Context: an optimization exercise on an open-source flow, tuned for small area. The choices shown serve that exercise and are no tape-out recipe.
The RTL was checked by simulation tests, not by an equivalence proof against the original design.
No activity file was given, so power comes from the tool's default toggle rates. The flow treats the clock pin as an ideal source, which a real chip does not have.

==> flow/design.v <==
`default_nettype none
package core_pkg;
   localparam logic [2:0] S_FETCH = 3'd0;   
   localparam logic [2:0] S_WAIT  = 3'd1;   
   localparam logic [2:0] S_RUN   = 3'd2;   
   localparam logic [2:0] S_MEM   = 3'd3;   
   localparam logic [2:0] S_HALT  = 3'd4;
   localparam logic [2:0] K_FINAL = 3'd0;   
   localparam logic [2:0] K_SHAMT = 3'd1;   
   localparam logic [2:0] K_FILL  = 3'd2;   
   localparam logic [2:0] K_CMP   = 3'd3;   
   localparam logic [2:0] K_COND  = 3'd4;   
   localparam logic [2:0] K_ADDR  = 3'd5;   
endpackage
`default_nettype wire
`default_nettype none
module alu (
   input  wire logic [3:0] op,
   input  wire logic [1:0] a,
   input  wire logic [1:0] b,
   input  wire logic [1:0] pc,
   input  wire logic       cin,
   input  wire logic [1:0] sh,
   input  wire logic [1:0] slt,
   output logic      [1:0] result,
   output logic            cout
);
   logic [1:0] w_aa, w_bb, w_sum;
   logic       w_c1;
   assign w_aa = (op == 4'd10) ? pc : a;
   assign w_bb = (op == 4'd1 || op == 4'd7) ? ~b : b;
   assign {w_c1, w_sum[0]} = {1'b0, w_aa[0]} + {1'b0, w_bb[0]} + {1'b0, cin};
   assign {cout, w_sum[1]} = {1'b0, w_aa[1]} + {1'b0, w_bb[1]} + {1'b0, w_c1};
   always_comb begin
      case (op)
         4'd0, 4'd1, 4'd10: result = w_sum;
         4'd2:    result = a & b;
         4'd3:    result = a | b;
         4'd4:    result = a ^ b;
         4'd5, 4'd6: result = sh;
         4'd7:    result = slt;
         4'd8:    result = a;
         4'd9:    result = b;
         default: result = 2'b00;
      endcase
   end
endmodule
`default_nettype wire
`default_nettype none
module core_regfile (
   input  wire logic        clk,
   input  wire logic        we,
   input  wire logic [4:0]  waddr,
   input  wire logic [1:0]  wdata,
   input  wire logic [4:0]  raddr,
   input  wire logic [1:0]  pc_bits,
   output logic      [1:0]  rdata
);
   logic [63:0] w_taps;
   genvar i;
   generate
      for (i = 0; i < 31; i++) begin : g_reg
         logic [31:0] r_q;
         always_ff @(posedge clk) begin
            r_q <= {(we && waddr == 5'(i)) ? wdata : r_q[1:0], r_q[31:2]};
         end
         assign w_taps[2*i +: 2] = r_q[1:0];
      end
   endgenerate
   assign w_taps[63:62] = pc_bits;
   assign rdata = w_taps[{raddr, 1'b0} +: 2];
endmodule
`default_nettype wire
`default_nettype none
module core_v2
#(
   parameter int              XLEN     = 32,
   parameter int              ADDR_W   = 13,
   parameter int              SEL_W    = 2,
   parameter logic [XLEN-1:0] RESET_PC = '0
)(
   input  wire logic  clk,
   input  wire logic  rst,
   output logic              bus_req,
   output logic [ADDR_W-1:0] bus_addr,
   output logic [SEL_W-1:0]  bus_sel,
   output logic [1:0]        bus_op,
   output logic [XLEN-1:0]   bus_wdata,
   input  wire logic         bus_ack,
   input  wire logic [XLEN-1:0] bus_rdata,
   output logic       halted,
   output logic       illegal,
   output logic [XLEN-1:0] pc
);
   logic [3:0]  r_cnt;
   logic [2:0]  r_state;
   logic [1:0]  r_rnd;
   logic [31:0] r_i, r_w, r_pc;
   logic        r_cy, r_cyp, r_flag;
   logic [2:0]  w_type;
   logic [3:0]  w_op;
   logic [4:0]  w_ra, w_rb, w_rc;
   logic        w_alu, w_mem, w_br, w_store, w_load, w_shift, w_slt;
   logic [2:0]  w_kind;
   logic        w_run, w_final, w_last, w_req, w_take;
   logic [4:0]  w_psel;
   logic [1:0]  w_pr, w_a, w_b, w_res, w_wd, w_inc, w_pcin, w_tap, w_shout, w_slt2, w_wfill;
   logic        w_cin, w_cout, w_ci, w_c1, w_we, w_wshift;
   logic [4:0]  w_seff;
   logic [3:0]  w_m;
   logic        w_hold, w_ev, w_od, w_e2, r_prev;
   logic [2:0]  w_ntype;
   assign w_type  = r_i[2:0];
   assign w_op    = r_i[6:3];
   assign w_ra    = r_i[11:7];
   assign w_rb    = r_i[16:12];
   assign w_rc    = r_i[21:17];
   assign w_alu   = (w_type == 3'd1) || (w_type == 3'd2) || (w_type == 3'd3);
   assign w_mem   = (w_type == 3'd4);
   assign w_br    = (w_type == 3'd6);
   assign w_store = w_mem && w_op[0];
   assign w_load  = w_mem && !w_op[0];
   assign w_shift = (w_op == 4'd5) || (w_op == 4'd6);
   assign w_slt   = (w_op == 4'd7);
   always_comb begin
      w_kind = core_pkg::K_FINAL;
      case (w_type)
         3'd1: if (r_rnd == 2'd0) w_kind = w_shift ? core_pkg::K_SHAMT :
                                           w_slt ? core_pkg::K_CMP : core_pkg::K_FINAL;
         3'd2: if (r_rnd == 2'd0) w_kind = w_shift ? core_pkg::K_FILL :
                                           w_slt ? core_pkg::K_CMP : core_pkg::K_FINAL;
         3'd3: begin
            if (r_rnd == 2'd0)      w_kind = w_shift ? core_pkg::K_SHAMT : core_pkg::K_FILL;
            else if (r_rnd == 2'd1) w_kind = w_shift ? core_pkg::K_FILL :
                                             w_slt ? core_pkg::K_CMP : core_pkg::K_FINAL;
         end
         3'd4: if (r_rnd == 2'd0)      w_kind = w_store ? core_pkg::K_FILL : core_pkg::K_ADDR;
               else if (r_rnd == 2'd1) w_kind = core_pkg::K_ADDR;
         3'd6: if (r_rnd == 2'd0) w_kind = core_pkg::K_COND;
         default: ;
      endcase
   end
   assign w_run   = (r_state == core_pkg::S_RUN);
   assign w_final = w_run && (w_kind == core_pkg::K_FINAL);
   assign w_last  = (r_cnt == 4'd15);
   assign w_psel = ((w_type == 3'd1) ||
                    (r_rnd == 2'd0 && (w_type == 3'd3 || w_type == 3'd6 || w_store))) ? w_rc : w_rb;
   core_regfile u_regfile (
      .clk     (clk),
      .we      (w_we),
      .waddr   (w_ra),
      .wdata   (w_wd),
      .raddr   (w_psel),
      .pc_bits (r_pc[1:0]),
      .rdata   (w_pr)
   );
   always_comb begin
      case (w_type)
         3'd1:    begin w_a = r_w[13:12]; w_b = w_pr;        end
         3'd2:    begin w_a = w_pr;       w_b = r_w[18:17];  end
         default: begin w_a = w_pr;       w_b = r_w[1:0];    end
      endcase
   end
   assign w_seff = (w_type == 3'd2) ? w_rc : r_i[30:26];
   assign w_m    = w_seff[4:1];
   assign w_hold = (w_op == 4'd5) && (r_cnt < w_m);
   always_comb begin
      w_ev = 1'b0; w_od = 1'b0; w_e2 = 1'b0;
      for (int k = 0; k < 16; k++) begin
         if (w_m == 4'(k)) begin
            w_ev = r_w[2*k];
            w_od = r_w[2*k+1];
            w_e2 = (k == 15) ? 1'b0 : r_w[2*k+2];
         end
      end
   end
   always_comb begin
      if (w_op == 4'd6)
         w_shout = w_seff[0] ? {w_e2, w_od} : {w_od, w_ev};
      else if (w_hold)
         w_shout = 2'b00;
      else
         w_shout = w_seff[0] ? {r_w[0], r_prev} : r_w[1:0];
   end
   assign w_slt2 = {1'b0, (r_cnt == 4'd0) ? r_flag : 1'b0};
   assign w_cin  = (r_cnt == 4'd0) ? (w_op == 4'd1 || w_op == 4'd7) : r_cy;
   alu u_alu (
      .op     (w_op),
      .a      (w_a),
      .b      (w_b),
      .pc     (r_pc[1:0]),
      .cin    (w_cin),
      .sh     (w_shout),
      .slt    (w_slt2),
      .result (w_res),
      .cout   (w_cout)
   );
   assign w_wd  = w_mem ? r_w[1:0] : w_res;
   assign w_we  = !rst && w_final && (w_alu || w_load) && (w_ra != 5'd31);
   assign w_ci  = (r_cnt == 4'd0) ? 1'b1 : r_cyp;
   assign w_inc = {r_pc[1] ^ (r_pc[0] & w_ci), r_pc[0] ^ w_ci};
   assign w_c1  = r_pc[1] & r_pc[0] & w_ci;
   always_comb begin
      w_pcin = r_pc[1:0];
      if (w_final) begin
         if ((w_alu || w_load) && w_ra == 5'd31) w_pcin = w_wd;
         else if (w_br && r_flag)                w_pcin = w_pr;
         else                                    w_pcin = w_inc;
      end
   end
   assign w_wshift = w_run && !(w_kind == core_pkg::K_SHAMT && r_cnt > 4'd5) &&
                     (w_kind != core_pkg::K_ADDR) &&
                     !(w_kind == core_pkg::K_FINAL && w_alu && w_hold);
   assign w_wfill  = (w_kind == core_pkg::K_FILL) ? w_pr : 2'b00;
   assign w_req  = (r_state == core_pkg::S_FETCH) || (r_state == core_pkg::S_MEM) ||
                   (w_final && w_last);
   assign w_take = w_req && bus_ack;
   assign bus_req   = w_req && !rst;
   assign bus_addr  = (r_state == core_pkg::S_MEM)   ? r_i[30:18] :
                      (r_state == core_pkg::S_FETCH) ? r_pc[12:0] : r_pc[14:2];
   assign bus_sel   = (r_state == core_pkg::S_MEM) ? r_i[6:5] : 2'b00;
   assign bus_op    = (r_state == core_pkg::S_MEM) ? r_i[4:3] : 2'b00;
   assign bus_wdata = r_w;
   assign w_ntype = bus_rdata[2:0];
   always_ff @(posedge clk) begin
      if (rst) begin
         r_cnt   <= 4'd0;
         r_state <= core_pkg::S_FETCH;
         r_rnd   <= 2'd0;
         r_pc    <= RESET_PC;
      end else begin
         r_cnt <= r_cnt + 4'd1;
         case (r_state)
            core_pkg::S_FETCH: if (bus_ack) begin
               r_rnd   <= 2'd0;
               r_state <= (w_ntype == 3'd5 || w_ntype == 3'd7) ? core_pkg::S_HALT :
                          w_last ? core_pkg::S_RUN : core_pkg::S_WAIT;
            end
            core_pkg::S_WAIT: if (w_last) r_state <= core_pkg::S_RUN;
            core_pkg::S_MEM: if (bus_ack) begin
               r_rnd   <= 2'd3;
               r_state <= w_last ? core_pkg::S_RUN : core_pkg::S_WAIT;
            end
            core_pkg::S_RUN: if (w_last) begin
               if (w_kind == core_pkg::K_FINAL) begin
                  r_rnd <= 2'd0;
                  if (bus_ack)
                     r_state <= (w_ntype == 3'd5 || w_ntype == 3'd7) ? core_pkg::S_HALT :
                                core_pkg::S_RUN;
                  else
                     r_state <= core_pkg::S_FETCH;
               end else if (w_kind == core_pkg::K_ADDR) begin
                  r_state <= core_pkg::S_MEM;
               end else begin
                  r_rnd <= r_rnd + 2'd1;
               end
            end
            default: ;
         endcase
         if (w_run) r_pc <= {w_pcin, r_pc[31:2]};
      end
   end
   always_ff @(posedge clk) begin
      if (w_take && r_state != core_pkg::S_MEM)
         r_i <= {bus_rdata[31:22],
                 (w_ntype == 3'd4 || w_ntype == 3'd6) ? bus_rdata[11:7] : bus_rdata[21:17],
                 bus_rdata[16:0]};
      else begin
         if (w_run && ((w_kind == core_pkg::K_ADDR && r_cnt < 4'd7) ||
                       (w_kind == core_pkg::K_SHAMT && r_cnt < 4'd3)))
            r_i[31:22] <= {w_pr, r_i[31:24]};
         if (w_run && w_kind == core_pkg::K_ADDR && r_cnt < 4'd7)
            r_i[21:18] <= r_i[23:20];
      end
      if (w_take)        r_w <= bus_rdata;
      else if (w_wshift) r_w <= {w_wfill, r_w[31:2]};
      r_prev <= w_final && w_wshift && r_w[1];
      r_cy   <= w_cout;
      r_cyp  <= w_c1;
      if (w_run && w_kind == core_pkg::K_CMP && w_last) r_flag <= !w_cout;
      else if (w_run && w_kind == core_pkg::K_COND)
         r_flag <= ((r_cnt == 4'd0) ? 1'b0 : r_flag) | w_pr[0] | w_pr[1];
   end
   assign halted  = (r_state == core_pkg::S_HALT);
   assign illegal = halted && (r_i[2:0] == 3'd7);
   assign pc      = r_pc;
endmodule
`default_nettype wire
==> flow/flow/run.sh <==
#!/bin/bash
# Layout flow: the standard synthesis, then the combinational logic of its
# netlist is mapped again for area (flip-flops are kept as they are: same
# instances, names and cells; the new netlist is used only if Yosys proves it
# equivalent to the standard one), then the standard layout from the
# floorplan on. Two knobs that ORFS reads from the environment: port buffers
# use the smallest buffer cell, and clock tree synthesis uses large sink
# clusters without dummy loads.
set -euo pipefail
export BUFFER_PORTS_ARGS="-buffer_cell sky130_fd_sc_hd__buf_1"
export CTS_ARGS="-sink_clustering_enable -repair_clock_nets -dont_use_dummy_load -sink_clustering_size 32 -sink_clustering_max_diameter 70 -buf_list sky130_fd_sc_hd__clkbuf_16"

R=orfs/results/sky130hd/core_v2/base
LIB=$FLOW_HOME/platforms/sky130hd/lib/sky130_fd_sc_hd__tt_025C_1v80.lib
YOSYS=$(command -v yosys || echo "$FLOW_HOME/../tools/install/yosys/bin/yosys")
SEQ="sky130_fd_sc_hd__dfxtp_1 sky130_fd_sc_hd__edfxtp_1"

bash standard.sh synth > standard_synth.log 2>&1
cp $R/1_2_yosys.v standard_synth.v

DU=""
for c in sky130_fd_sc_hd__probe_p_8 sky130_fd_sc_hd__probec_p_8 sky130_fd_sc_hd__lpflow_bleeder_1 sky130_fd_sc_hd__lpflow_clkbufkapwr_1 sky130_fd_sc_hd__lpflow_clkbufkapwr_16 sky130_fd_sc_hd__lpflow_clkbufkapwr_2 sky130_fd_sc_hd__lpflow_clkbufkapwr_4 sky130_fd_sc_hd__lpflow_clkbufkapwr_8 sky130_fd_sc_hd__lpflow_clkinvkapwr_1 sky130_fd_sc_hd__lpflow_clkinvkapwr_16 sky130_fd_sc_hd__lpflow_clkinvkapwr_2 sky130_fd_sc_hd__lpflow_clkinvkapwr_4 sky130_fd_sc_hd__lpflow_clkinvkapwr_8 sky130_fd_sc_hd__lpflow_decapkapwr_12 sky130_fd_sc_hd__lpflow_decapkapwr_3 sky130_fd_sc_hd__lpflow_decapkapwr_4 sky130_fd_sc_hd__lpflow_decapkapwr_6 sky130_fd_sc_hd__lpflow_decapkapwr_8 sky130_fd_sc_hd__lpflow_inputiso0n_1 sky130_fd_sc_hd__lpflow_inputiso0p_1 sky130_fd_sc_hd__lpflow_inputiso1n_1 sky130_fd_sc_hd__lpflow_inputiso1p_1 sky130_fd_sc_hd__lpflow_inputisolatch_1 sky130_fd_sc_hd__lpflow_isobufsrc_1 sky130_fd_sc_hd__lpflow_isobufsrc_16 sky130_fd_sc_hd__lpflow_isobufsrc_2 sky130_fd_sc_hd__lpflow_isobufsrc_4 sky130_fd_sc_hd__lpflow_isobufsrc_8 sky130_fd_sc_hd__lpflow_isobufsrckapwr_16 sky130_fd_sc_hd__lpflow_lsbuf_lh_hl_isowell_tap_1 sky130_fd_sc_hd__lpflow_lsbuf_lh_hl_isowell_tap_2 sky130_fd_sc_hd__lpflow_lsbuf_lh_hl_isowell_tap_4 sky130_fd_sc_hd__lpflow_lsbuf_lh_isowell_4 sky130_fd_sc_hd__lpflow_lsbuf_lh_isowell_tap_1 sky130_fd_sc_hd__lpflow_lsbuf_lh_isowell_tap_2 sky130_fd_sc_hd__lpflow_lsbuf_lh_isowell_tap_4 ; do DU="$DU -dont_use $c"; done

cat > remap.ys <<EOY
read_liberty -overwrite -ignore_miss_func $LIB
blackbox $SEQ
read_verilog standard_synth.v
hierarchy -top $FLOW_TOP
flatten
rename -hide w:_*
techmap
opt -purge
abc -liberty $LIB $DU -script $PWD/flow/area.abc
splitnets
opt_clean -purge
hilomap -singleton -hicell sky130_fd_sc_hd__conb_1 HI -locell sky130_fd_sc_hd__conb_1 LO
insbuf -buf sky130_fd_sc_hd__buf_4 A X
stat -liberty $LIB
write_verilog -noattr -nohex -nodec remapped.v
EOY

cat > equiv.ys <<EOY
read_liberty -overwrite -ignore_miss_func $LIB
read_verilog standard_synth.v
rename $FLOW_TOP gold
read_verilog remapped.v
rename $FLOW_TOP gate
flatten gold gate
rename -hide w:_*
opt_clean
equiv_make gold gate equiv
equiv_simple
equiv_induct
equiv_status -assert
EOY

if "$YOSYS" -l remap.log -q remap.ys > /dev/null 2>&1 &&
   "$YOSYS" -l equiv.log -q equiv.ys > /dev/null 2>&1; then
  cp remapped.v $R/1_2_yosys.v
  rm -f $R/1_synth.odb $R/1_synth.sdc
fi
bash standard.sh finish > standard_flow.log 2>&1
==> flow/flow/area.abc <==
strash; dch -f; amap; topo; strash; dch -f; amap; topo
==> flow/standard.sh <==
#!/bin/bash
# synth_recipe.tcl (not shown) runs the flow's synth.tcl, then flattens the netlist and writes it again
# the make line also repeats each setting of config.mk as NAME=value (left out here)
make -C /OpenROAD-flow-scripts/flow DESIGN_CONFIG=/design/flow/config.mk WORK_HOME=/design/flow/orfs CLKGATE_MAP_FILE= SYNTH_SCRIPT=/design/flow/synth_recipe.tcl "${@:-finish}"
==> flow/config.mk <==
export PLATFORM = sky130hd
export DESIGN_NAME = core_v2
export DESIGN_NICKNAME = core_v2
export VERILOG_FILES = /design/flow/design.v
export SDC_FILE = /design/flow/constraint.sdc
export NUM_CORES = 4
export LEC_CHECK = 0
export ABC_AREA = 1
export CAP_MARGIN = 20
export CORE_MARGIN = 2
export CORE_UTILIZATION = 60
export SLEW_MARGIN = 20
==> flow/constraint.sdc <==
create_clock -name core_clock -period 12.0 [get_ports {clk}]
set_input_delay 2.4000 -clock core_clock [delete_from_list [all_inputs] [get_ports {clk}]]
set_output_delay 2.4000 -clock core_clock [all_outputs]
set_load 0.01 [all_outputs]
==> impl_results.md, run 1 <==
- Status: no timing/DRC/antenna violations
- Drt pass-1 iters: 6
- Crit path to: u_regfile.g_reg[0].r_q[31]$_DFF_P_
- Clk sinks: 1101
- DRC: 0
- Hold Path Class: flip-flop to flip-flop
- CTS tree: done
- P_leak: 0.0108 uW
- Setup Fix Bufs, Post-CTS: 0
- Pwr dens: 206 mW/mm^2
- Worst-Skew Late Latency: 0.60 ns
- Synthesis Warnings: 3
- Share of cells above drive strength 1: 2.87%
- Die width: 215 um
- Slew Viols, Final: 0
- Reg2Reg Depth: 26
- Final Hold Vio Count: 0
- Final setup TNS: 0 ns
- Remaining global-route overflow: 0
- Min Tclk post-route: 7.72 ns
- Clk root buf: clkbuf_16
- Global-route wire length before repair: 74.2 mm
- Site Rows: 77
- Post-Syn Nets: 1919
- Data required time at the worst endpoint: 12.46 ns
- Final period utilization: 64.3%
- # IOs: 119
- Clk pin slew, worst setup/hold paths: 0.10 ns
- Vias in the first global route: 13000
- Port Buffers: 118
- Placed cells: 2603
- HPWL after DPL: 34.0 mm
- Core area: 0.0440 sq mm
- Wire length per cell: 18.6 um
- TritonCTS buffer count: 44
- Initial DRC count: 1045
- Cts repair resizes: 0
- Beginning of the critical path: r_i[2]$_DFFE_PP_
- Reg-to-reg startpoint: r_i[2]$_DFFE_PP_
- Gr usage total: 21.3%
- Synth Cell Area: 0.0266 sq mm
- Slew margin rel.: 30.0%
- Max Fclk: 130 MHz
- R2R setup slack: 4.28 ns
- Mean Syn Cell Area: 14.1 sq um
- Initial Utilization: 60.5%
- Antenna Nets Post-Route: 0
- Worst Setup Path Type: flip-flop to flip-flop
- Die ar.: 0.0461 sq mm
- Worst-path maximum fanout: 31
- Final setup vio count: 0
- Post-Layout Cell Count: 2648
- Area Growth Syn to Fin: 9.01%
- Vias per inst: 5.10
- Pin count of the biggest net entering global routing: 49
- Wirelength, routed: 49.2 mm
- Max_cap viols: 0
- Initial antenna violation count: 1
- Critical Path AT: 8.17 ns
- Post-CTS Hold Fix Bufs: 0
- Post-synthesis cell count: 1884
- Worst Clk Skew: 0.0894 ns
- CTS Buffer Depth: 3
- Nets: 2092
- Startpoint Class: flip-flop
- Worst Tran Pin Value: 1.05 ns
- RSZ-0062 raised after global routing: false
- Reg-to-Reg End: u_regfile.g_reg[0].r_q[31]$_DFF_P_
- Chip height: 215 um
- Routed vias: 13500
- # H-tree levels: 2
- Maximum vdd ir drop: 0.166 mV
- CP Capture Type: flip-flop
- Routability congestion estimate: 0.887
==> sequential cells by signal, summed over array words and instances, names as in the netlist <==
signal,flops
r_w,32
u_regfile.g.r_q,992
r_pc,32
r_i,32
r_cy,1
r_state,3
r_rnd,2
r_cnt,4
r_flag,1
r_prev,1
r_cyp,1
==> critical path, stage by stage (launching register included) <==
cell and delay (ns):
edfxtp_1 0.42, clkinv_1 0.11, nor3_1 0.34, clkinv_1 0.34
nor2_1 0.19, nor2_1 0.05, o211ai_1 0.57, clkinv_1 0.35
o22ai_4 0.67, clkinv_1 0.85, o22a_1 0.46, o221ai_1 0.18
nand2_1 0.10, o32ai_1 0.14, o32ai_1 0.23, a222oi_1 0.69
clkinv_1 0.23, o22ai_1 0.31, nor2_1 0.07, nor2_1 0.16
and2_0 0.18, nor2_1 0.07, nor2_1 0.10, a211oi_1 0.06
o22ai_2 0.20, buf_4 0.36, a21oi_1 0.13
==> stage by stage <==
step / hold slack [ns] / power, uW / area [sq um] / utilization [%] / setup WS (ns)
after global placement: 0.309 / 4400 / 27900 / 63.4 / 4.33
after CTS: 0.269 / 6010 / 29000 / 65.9 / 4.00
after floorplan: 0.310 / 4210 / 26600 / - / 4.02
final: 0.276 / 5970 / 29000 / 65.9 / 4.28
after detailed placement: 0.312 / 4410 / 27900 / 63.4 / 4.01
after global routing: 0.270 / 6200 / 29000 / 65.9 / 3.45
==> where the power goes <==
part           switching [uW]  internal (uW)
registers                52.5           3770
logic                     365            145
clock network             979            662
==> layout by cell type, fill, tap and decap left out, types with 2 or more instances in the layout <==
| master | count |
|---|---|
| nand2_1 | 48 |
| buf_4 | 9 |
| o22ai_1 | 105 |
| a21oi_1 | 84 |
| a211oi_1 | 5 |
| nor2_1 | 180 |
| o22a_1 | 6 |
| dfxtp_1 | 1036 |
| o211ai_1 | 6 |
| clkinv_1 | 147 |
| o221ai_1 | 17 |
| edfxtp_1 | 65 |
| nand3_1 | 6 |
| o32a_1 | 3 |
| nand4_1 | 24 |
| clkbuf_16 | 44 |
| a31oi_1 | 8 |
| o21ai_0 | 45 |
| a221oi_1 | 11 |
| or2_0 | 6 |
| o32ai_1 | 6 |
| a22oi_1 | 10 |
| nor4_1 | 5 |
| buf_1 | 118 |
| or4_1 | 2 |
| a222oi_1 | 2 |
| nor2b_1 | 2 |
| a2111oi_0 | 2 |
| and2_0 | 2 |
| nor3_1 | 27 |
| or3_1 | 9 |
==> worst min-delay path by stage <==
stage                                             start                             endpoint  slack (ns)  cells past startpoint
finish               u_regfile.g_reg[3].r_q[11]$_DFF_P_    u_regfile.g_reg[3].r_q[9]$_DFF_P_        0.28                      0
global route        u_regfile.g_reg[30].r_q[22]$_DFF_P_  u_regfile.g_reg[30].r_q[20]$_DFF_P_        0.27                      0
CTS                 u_regfile.g_reg[30].r_q[18]$_DFF_P_  u_regfile.g_reg[30].r_q[16]$_DFF_P_        0.27                      0
detailed placement   u_regfile.g_reg[21].r_q[2]$_DFF_P_   u_regfile.g_reg[21].r_q[0]$_DFF_P_        0.31                      0
global placement    u_regfile.g_reg[22].r_q[12]$_DFF_P_  u_regfile.g_reg[22].r_q[10]$_DFF_P_        0.31                      0
floorplan             u_regfile.g_reg[0].r_q[2]$_DFF_P_    u_regfile.g_reg[0].r_q[0]$_DFF_P_        0.31                      0
==> layer usage <==
layer	vias up	global-route usage [%]	part of all wire (%)
met3	106	3.43	5.4
met4	0	7.99	3.3
li1	6660	-	-
met1	6326	30.3	47
met2	415	33.2	44
met5	-	0	0
==> area by class of cell <==
type	count	area [sq um]
multi-input combinational	636	3420
clock buffer	44	1100
inverter	147	552
timing repair buffer	127	510
sequential	1101	22700
antenna	1	2.50
fill	3176	15000
tap	592	741
==> inputs of run 2 (changes only) <==
--- a/flow/config.mk
+++ b/flow/config.mk
@@ -7,6 +7,6 @@
 export LEC_CHECK = 0
 export ABC_AREA = 1
-export CAP_MARGIN = 20
+export CAP_MARGIN = 5
 export CORE_MARGIN = 2
 export CORE_UTILIZATION = 60
-export SLEW_MARGIN = 20
+export SLEW_MARGIN = 5
==> impl_results.md, run 2 <==
- Worst-path maximum fanout: 31 (unchanged)
- CTS tree: done
- Final setup vio count: 0 (unchanged)
- Clk sinks: 1101 (unchanged)
- Wirelength, routed: 49.2 mm (about the same)
- Worst-Skew Late Latency: 0.60 ns (about the same)
- Reg-to-Reg End: u_regfile.g_reg[0].r_q[31]$_DFF_P_
- Worst Setup Path Type: flip-flop to flip-flop
- # H-tree levels: 2 (unchanged)
- Clk root buf: clkbuf_16
- Die ar.: 0.0461 sq mm (unchanged)
- Port Buffers: 118 (unchanged)
- HPWL after DPL: 34.0 mm (unchanged)
- Commonest non-fill, non-tap cell in the layout: dfxtp_1
- Reg2Reg Depth: 26 (unchanged)
- CP Capture Type: flip-flop
- Hold_sp: u_regfile.g_reg[3].r_q[11]$_DFF_P_
- Setup Fix Bufs, Post-CTS: 0 (unchanged)
- Max reg flops: 992 (unchanged)
- Startpoint Class: flip-flop
- TritonCTS buffer count: 44 (unchanged)
- Core area: 0.0440 sq mm (unchanged)
- CTS Buffer Depth: 3 (unchanged)
- Vias in the first global route: 13000 (unchanged)
- Slew margin rel.: 22.2% (-7.7 points)
- Worst Tran Pin Value: 1.17 ns (+0.120 ns)
- Hold Path Stages: 0 (unchanged)
- Initial DRC count: 989 (-5.4%)
- Max_cap viols: 0 (unchanged)
- Clk pin slew, worst setup/hold paths: 0.10 ns (about the same)
- Vias per inst: 5.08 (-0.42%)
- Hold-critical path endpoint: u_regfile.g_reg[3].r_q[9]$_DFF_P_
- Max Fclk: 125 MHz (-3.9%)
- Synth Cell Area: 0.0266 sq mm (unchanged)
- Largest Register: u_regfile.g.r_q
- Final Hold Vio Count: 0 (unchanged)
- R2R setup slack: 3.97 ns (-0.31 ns)
- Remaining global-route overflow: 0 (unchanged)
- Maximum vdd ir drop: 0.166 mV (about the same)
- Reg-to-reg startpoint: r_i[2]$_DFFE_PP_
- Most frequent cells in the layout: dfxtp_1, nor2_1, clkinv_1
- Cts repair resizes: 0 (unchanged)
- Area Growth Syn to Fin: 8.98% (about the same)
- Share of cells above drive strength 1: 2.87% (unchanged)
- # fillers: 3176 (unchanged)
- Slew Viols, Final: 0 (unchanged)
- Die width: 215 um (unchanged)
- Post-Syn Nets: 1919 (unchanged)
- # IOs: 119 (unchanged)
- Data required time at the worst endpoint: 12.46 ns (about the same)
- Final period utilization: 66.9% (+2.6 points)
- Min Tclk post-route: 8.03 ns (+0.310 ns)
- Initial antenna violation count: 1 (unchanged)
- Initial Utilization: 60.5% (unchanged)
- Worst Clk Skew: 0.0867 ns (-0.00269 ns)
- DRC: 0 (unchanged)
- Final setup TNS: 0 ns (unchanged)
- Hold_ws: 0.274 ns (-0.00271 ns)
- Pwr dens: 206 mW/mm^2 (about the same)
- Critical Path AT: 8.48 ns (+0.31 ns)
- Footprint of the multi-input gates: 0.00341 sq mm (-0.22%)
- Post-CTS Hold Fix Bufs: 0 (unchanged)
- FF/Latch Area: 0.0227 sq mm (unchanged)
- Global-route wire length before repair: 74.2 mm (unchanged)
- Antenna Nets Post-Route: 0 (unchanged)
- Wire length per cell: 18.6 um (about the same)
- P_leak: 0.0108 uW (about the same)
- Post-synthesis cell count: 1884 (unchanged)
- Drt pass-1 iters: 5 (-1)
- Status: no timing/DRC/antenna violations
- Chip height: 215 um (unchanged)
- Hold Path Class: flip-flop to flip-flop
- Gr usage total: 21.3% (unchanged)
- Routability congestion estimate: 0.887 (unchanged)
- RSZ-0062 raised after global routing: false
- Site Rows: 77 (unchanged)
- Nets: 2092 (unchanged)
- Synthesis Warnings: 3 (unchanged)
- Mean Syn Cell Area: 14.1 sq um (unchanged)
- Pin count of the biggest net entering global routing: 49 (unchanged)
- Routed vias: 13500 (-0.42%)
## run 2: layout make-up
cell class                      count  area share [%]
Antenna cell                        1         0.00863
Sequential cell                  1101            78.2
Inverter                          147            1.90
Timing Repair Buffer              127            1.76
Clock buffer                       44            3.80
Tap cell                          592            2.55
Multi-Input combinational cell    636            11.8
## run 2: how the worst max path moves through the flow
stage | startpoint | endpoint | slack [ns] | cells after the start
after floorplan | r_i[2]$_DFFE_PP_ | r_pc[30]$_SDFFE_PP0P_ | 4.02 | 22
after global placement | r_i[2]$_DFFE_PP_ | u_regfile.g_reg[4].r_q[31]$_DFF_P_ | 4.33 | 25
after detailed placement | r_i[2]$_DFFE_PP_ | u_regfile.g_reg[0].r_q[31]$_DFF_P_ | 4.01 | 26
after CTS | r_i[2]$_DFFE_PP_ | u_regfile.g_reg[0].r_q[31]$_DFF_P_ | 4.00 | 26
after global routing | r_i[2]$_DFFE_PP_ | u_regfile.g_reg[0].r_q[31]$_DFF_P_ | 3.08 | 26
final | r_i[2]$_DFFE_PP_ | u_regfile.g_reg[0].r_q[31]$_DFF_P_ | 3.97 | 26
## run 2: report_power, final
part           internal, uW  switching (uW)
combinational           144             366
sequential             3770            51.6
clock                   662             980
total                  4580            1400
## run 2: metal layers
layer | GRT usage (%) | vias up | routed length, um
met3 | 3.43 | 109 | 2740
li1 | - | 6664 | -
met2 | 33.2 | 395 | 21600
met5 | 0 | - | 0
met4 | 7.99 | 0 | 1640
met1 | 30.3 | 6282 | 23200
## run 2: metrics by stage
| stage | worst slack [ns] | util (%) | cells | area [sq um] | power, uW |
|---|---|---|---|---|---|
| 2_1_floorplan | 4.02 | - | 1884 | 26600 | 4210 |
| 3_3_place_gp | 4.33 | 63.4 | 2603 | 27900 | 4400 |
| 3_5_place_dp | 4.01 | 63.4 | 2603 | 27900 | 4410 |
| 4_1_cts | 4.00 | 65.9 | 2647 | 29000 | 6010 |
| 5_1_grt | 3.08 | 65.9 | 2647 | 29000 | 6190 |
| 6_report | 3.97 | 65.9 | 2648 | 29000 | 5970 |
## run 2: worst max-delay path: stages, from the launching register on
cell and delay, ns:
edfxtp_1 0.42, clkinv_1 0.11, nor3_1 0.33, clkinv_1 0.34, nor2_1 0.19, nor2_1 0.05
o211ai_1 0.51, clkinv_1 0.30, o22ai_2 0.97, clkinv_1 0.98, o22a_1 0.46, o221ai_1 0.18
nand2_1 0.10, o32ai_1 0.14, o32ai_1 0.23, a222oi_1 0.69, clkinv_1 0.24, o22ai_1 0.31
nor2_1 0.07, nor2_1 0.16, and2_0 0.18, nor2_1 0.07, nor2_1 0.10, a211oi_1 0.06
o22ai_2 0.20, buf_4 0.36, a21oi_1 0.13
==> inputs of run 3 (changes only) <==
--- a/flow/flow/run.sh
+++ b/flow/flow/run.sh
@@ -9,5 +9,5 @@
 set -euo pipefail
 export BUFFER_PORTS_ARGS="-buffer_cell sky130_fd_sc_hd__buf_1"
-export CTS_ARGS="-sink_clustering_enable -repair_clock_nets -dont_use_dummy_load -sink_clustering_size 32 -sink_clustering_max_diameter 70 -buf_list sky130_fd_sc_hd__clkbuf_16"
+export CTS_ARGS="-sink_clustering_enable -repair_clock_nets -dont_use_dummy_load -sink_clustering_size 34 -sink_clustering_max_diameter 70 -buf_list sky130_fd_sc_hd__clkbuf_16"
 
 R=orfs/results/sky130hd/core_v2/base
--- a/flow/config.mk
+++ b/flow/config.mk
@@ -7,6 +7,6 @@
 export LEC_CHECK = 0
 export ABC_AREA = 1
-export CAP_MARGIN = 5
+export CAP_MARGIN = 20
 export CORE_MARGIN = 2
 export CORE_UTILIZATION = 60
-export SLEW_MARGIN = 5
+export SLEW_MARGIN = 20
==> impl_results.md, run 3 <==
- # IOs: 119 (unchanged)
- Clk pin slew, worst setup/hold paths: 0.12 ns (+0.02 ns)
- Most frequent CP cell: nor2_1
- Wire length per cell: 18.6 um (-0.13%)
- R2R setup slack: 4.26 ns (+0.29 ns)
- Antenna Nets Post-Route: 0 (unchanged)
- Site Rows: 77 (unchanged)
- Routed vias: 13500 (+0.40%)
- Gr usage total: 21.2% (-0.053 points)
- Worst-Skew Late Latency: 0.62 ns (+0.02 ns)
- CP Capture Type: flip-flop
- Cts repair resizes: 0 (unchanged)
- Max Fclk: 129 MHz (+3.7%)
- Final setup vio count: 0 (unchanged)
- Wirelength, routed: 49.1 mm (-0.21%)
- Crit path buffers/inverters: 6 (unchanged)
- Slew Viols, Final: 0 (unchanged)
- Worst Tran Pin Value: 1.05 ns (-0.118 ns)
- Worst-path maximum fanout: 31 (unchanged)
- Initial DRC count: 1013 (+2.4%)
- Most frequent cells in the layout: dfxtp_1, nor2_1, clkinv_1
- Final Core Density: 65.9% (about the same)
- Nets: 2091 (-0.048%)
- Routability congestion estimate: 0.887 (unchanged)
- Final setup TNS: 0 ns (unchanged)
- Highest cell delay on the worst timing path: 0.85 ns (-0.13 ns)
- Final non-filler cell area: 0.0290 sq mm (about the same)
- P_leak: 0.0108 uW (-0.12%)
- Synthesis Warnings: 3 (unchanged)
- TritonCTS buffer count: 43 (-2.3%)
- Post-synthesis cell count: 1884 (unchanged)
- Post-Syn Nets: 1919 (unchanged)
- Maximum vdd ir drop: 0.156 mV (-5.9%)
- Critical path's slowest cell: clkinv_1
- Ant diodes: 0 (-1)
- Vias per inst: 5.10 (+0.48%)
- FF/Latch Area: 0.0227 sq mm (unchanged)
- Cell family with most CP delay: compound AO/OA/AOI/OAI gates
- Worst Clk Skew: 0.0902 ns (+0.00351 ns)
- Final Hold Vio Count: 0 (unchanged)
- Vias in the first global route: 13000 (-0.24%)
- CTS tree: done
- Port Buffers: 118 (unchanged)
- Critical Path AT: 8.14 ns (-0.34 ns)
- Post-Layout Cell Count: 2646 (-0.076%)
- # H-tree levels: 2 (unchanged)
- DRC: 0 (unchanged)
- Total power: 5970 uW (about the same)
- Commonest non-fill, non-tap cell in the layout: dfxtp_1
- Startpoint Class: flip-flop
- Clk root buf: clkbuf_16
- CTS Buffer Depth: 3 (unchanged)
- Largest Register: u_regfile.g.r_q
- # fillers: 3158 (-0.57%)
- Hold Path Class: flip-flop to flip-flop
- Post-CTS Hold Fix Bufs: 0 (unchanged)
- Slew margin rel.: 30.1% (+7.9 points)
- Status: no timing/DRC/antenna violations
- Die width: 215 um (unchanged)
- Die ar.: 0.0461 sq mm (unchanged)
- Min Tclk post-route: 7.74 ns (-0.286 ns)
- Global-route wire length before repair: 73.9 mm (-0.34%)
- Initial antenna violation count: 1 (unchanged)
- Max_cap viols: 0 (unchanged)
- Mean Syn Cell Area: 14.1 sq um (unchanged)
- Chip height: 215 um (unchanged)
- Core area: 0.0440 sq mm (unchanged)
- Max reg flops: 992 (unchanged)
- Placed cells: 2603 (unchanged)
- Setup Fix Bufs, Post-CTS: 0 (unchanged)
- Pin count of the biggest net entering global routing: 49 (unchanged)
- Share of cells above drive strength 1: 2.82% (-0.047 points)
- RSZ-0062 raised after global routing: false
- HPWL after DPL: 34.0 mm (unchanged)
- Pwr dens: 206 mW/mm^2 (about the same)
- Data required time at the worst endpoint: 12.40 ns (-0.06 ns)
- Synth Cell Area: 0.0266 sq mm (unchanged)
- Worst Setup Path Type: flip-flop to flip-flop
- Clk sinks: 1101 (unchanged)
- Footprint of the multi-input gates: 0.00342 sq mm (+0.22%)
- Area Growth Syn to Fin: 8.91% (about the same)
- Initial Utilization: 60.5% (unchanged)
- Drt pass-1 iters: 6 (+1)
- Final period utilization: 64.5% (-2.4 points)
- Remaining global-route overflow: 0 (unchanged)
- Placed Area: 0.0279 sq mm (unchanged)
-- run 3: report_power, final --
| group | leakage [uW] | total [uW] | switching (uW) | internal, uW |
|---|---|---|---|---|
| combinational | 0.00128 | 510 | 365 | 145 |
| clock | 0.000530 | 1640 | 988 | 648 |
| sequential | 0.00901 | 3820 | 53.1 | 3770 |
| total | 0.0108 | 5970 | 1410 | 4560 |
-- run 3: cell type report --
cell class                      count  share of cell area, %
Inverter                          147                   1.90
Sequential cell                  1101                   78.3
Tap cell                          592                   2.55
Clock buffer                       43                   3.71
Timing Repair Buffer              127                   1.76
Multi-Input combinational cell    636                   11.8
-- run 3: path summary, 6_finish.rpt --
check                                                         start                                   to  cells after the start
worst max-delay path                               r_i[2]$_DFFE_PP_  u_regfile.g_reg[24].r_q[31]$_DFF_P_                     26
worst min-delay path            u_regfile.g_reg[14].r_q[30]$_DFF_P_  u_regfile.g_reg[14].r_q[28]$_DFF_P_                      0
worst max register to register                     r_i[2]$_DFFE_PP_  u_regfile.g_reg[24].r_q[31]$_DFF_P_                     26
worst min register to register  u_regfile.g_reg[14].r_q[30]$_DFF_P_  u_regfile.g_reg[14].r_q[28]$_DFF_P_                      0
-- run 3: routing by layer --
layer | routed length, um | vias up | track usage, %
met2 | 21300 | 431 | 32.8
li1 | - | 6652 | -
met3 | 2810 | 124 | 3.99
met4 | 1650 | 0 | 7.45
met1 | 23300 | 6297 | 30.3
met5 | 0 | - | 0
-- run 3: through the flow --
stage               hold slack, ns  setup slack, ns
floorplan                    0.310             4.02
global placement             0.309             4.33
detailed placement           0.312             4.01
CTS                          0.233             3.98
global route                 0.234             3.41
finish                       0.241             4.26
-- run 3: worst reg2reg max path, cell delays in order, from the launching register on --
cell and delay, ns:
edfxtp_1 0.41, clkinv_1 0.11, nor3_1 0.34, clkinv_1 0.34, nor2_1 0.19, nor2_1 0.05, o211ai_1 0.57, clkinv_1 0.36
o22ai_4 0.67, clkinv_1 0.85, o22a_1 0.46, o221ai_1 0.18, nand2_1 0.10, o32ai_1 0.14, o32ai_1 0.23, a222oi_1 0.69
clkinv_1 0.24, o22ai_1 0.31, nor2_1 0.07, nor2_1 0.16, and2_0 0.18, nor2_1 0.07, nor2_1 0.10, a211oi_1 0.06
o22ai_2 0.20, buf_4 0.36, a21oi_1 0.12

[re-timing with driven ports]
In the flow no input, the clock included, has a driving cell. The finished layouts below were timed again as built, in two steps. Step 1 (the two cells are an assumption about what drives the block):
set clk [get_ports {clk}]
set_driving_cell -lib_cell sky130_fd_sc_hd__clkbuf_16 $clk
set_driving_cell -lib_cell sky130_fd_sc_hd__buf_2 [delete_from_list [all_inputs] $clk]
Step 2 adds t to the input delays and takes it off the output delays; t is the mean of the earliest and latest rising clock arrival at the registers after step 1. Input paths then give back, and output paths get back, about the clock's delay inside the block. Slacks: no drivers / after step 1 / after step 2; pairs: no drivers / after step 1.
run | shift t [ns] | setup WS [ns] | slew at the worst register clock pin (ns) | cell pins on the clock port's net
run 1 | 0.613 | 4.281 / 4.281 / 4.281 | 0.11 / 0.11 | 1
run 2 | 0.613 | 3.971 / 3.971 / 3.971 | 0.11 / 0.11 | 1
run 3 | 0.627 | 4.258 / 4.258 / 4.258 | 0.12 / 0.12 | 1
After both steps setup and hold are still met in every run listed.
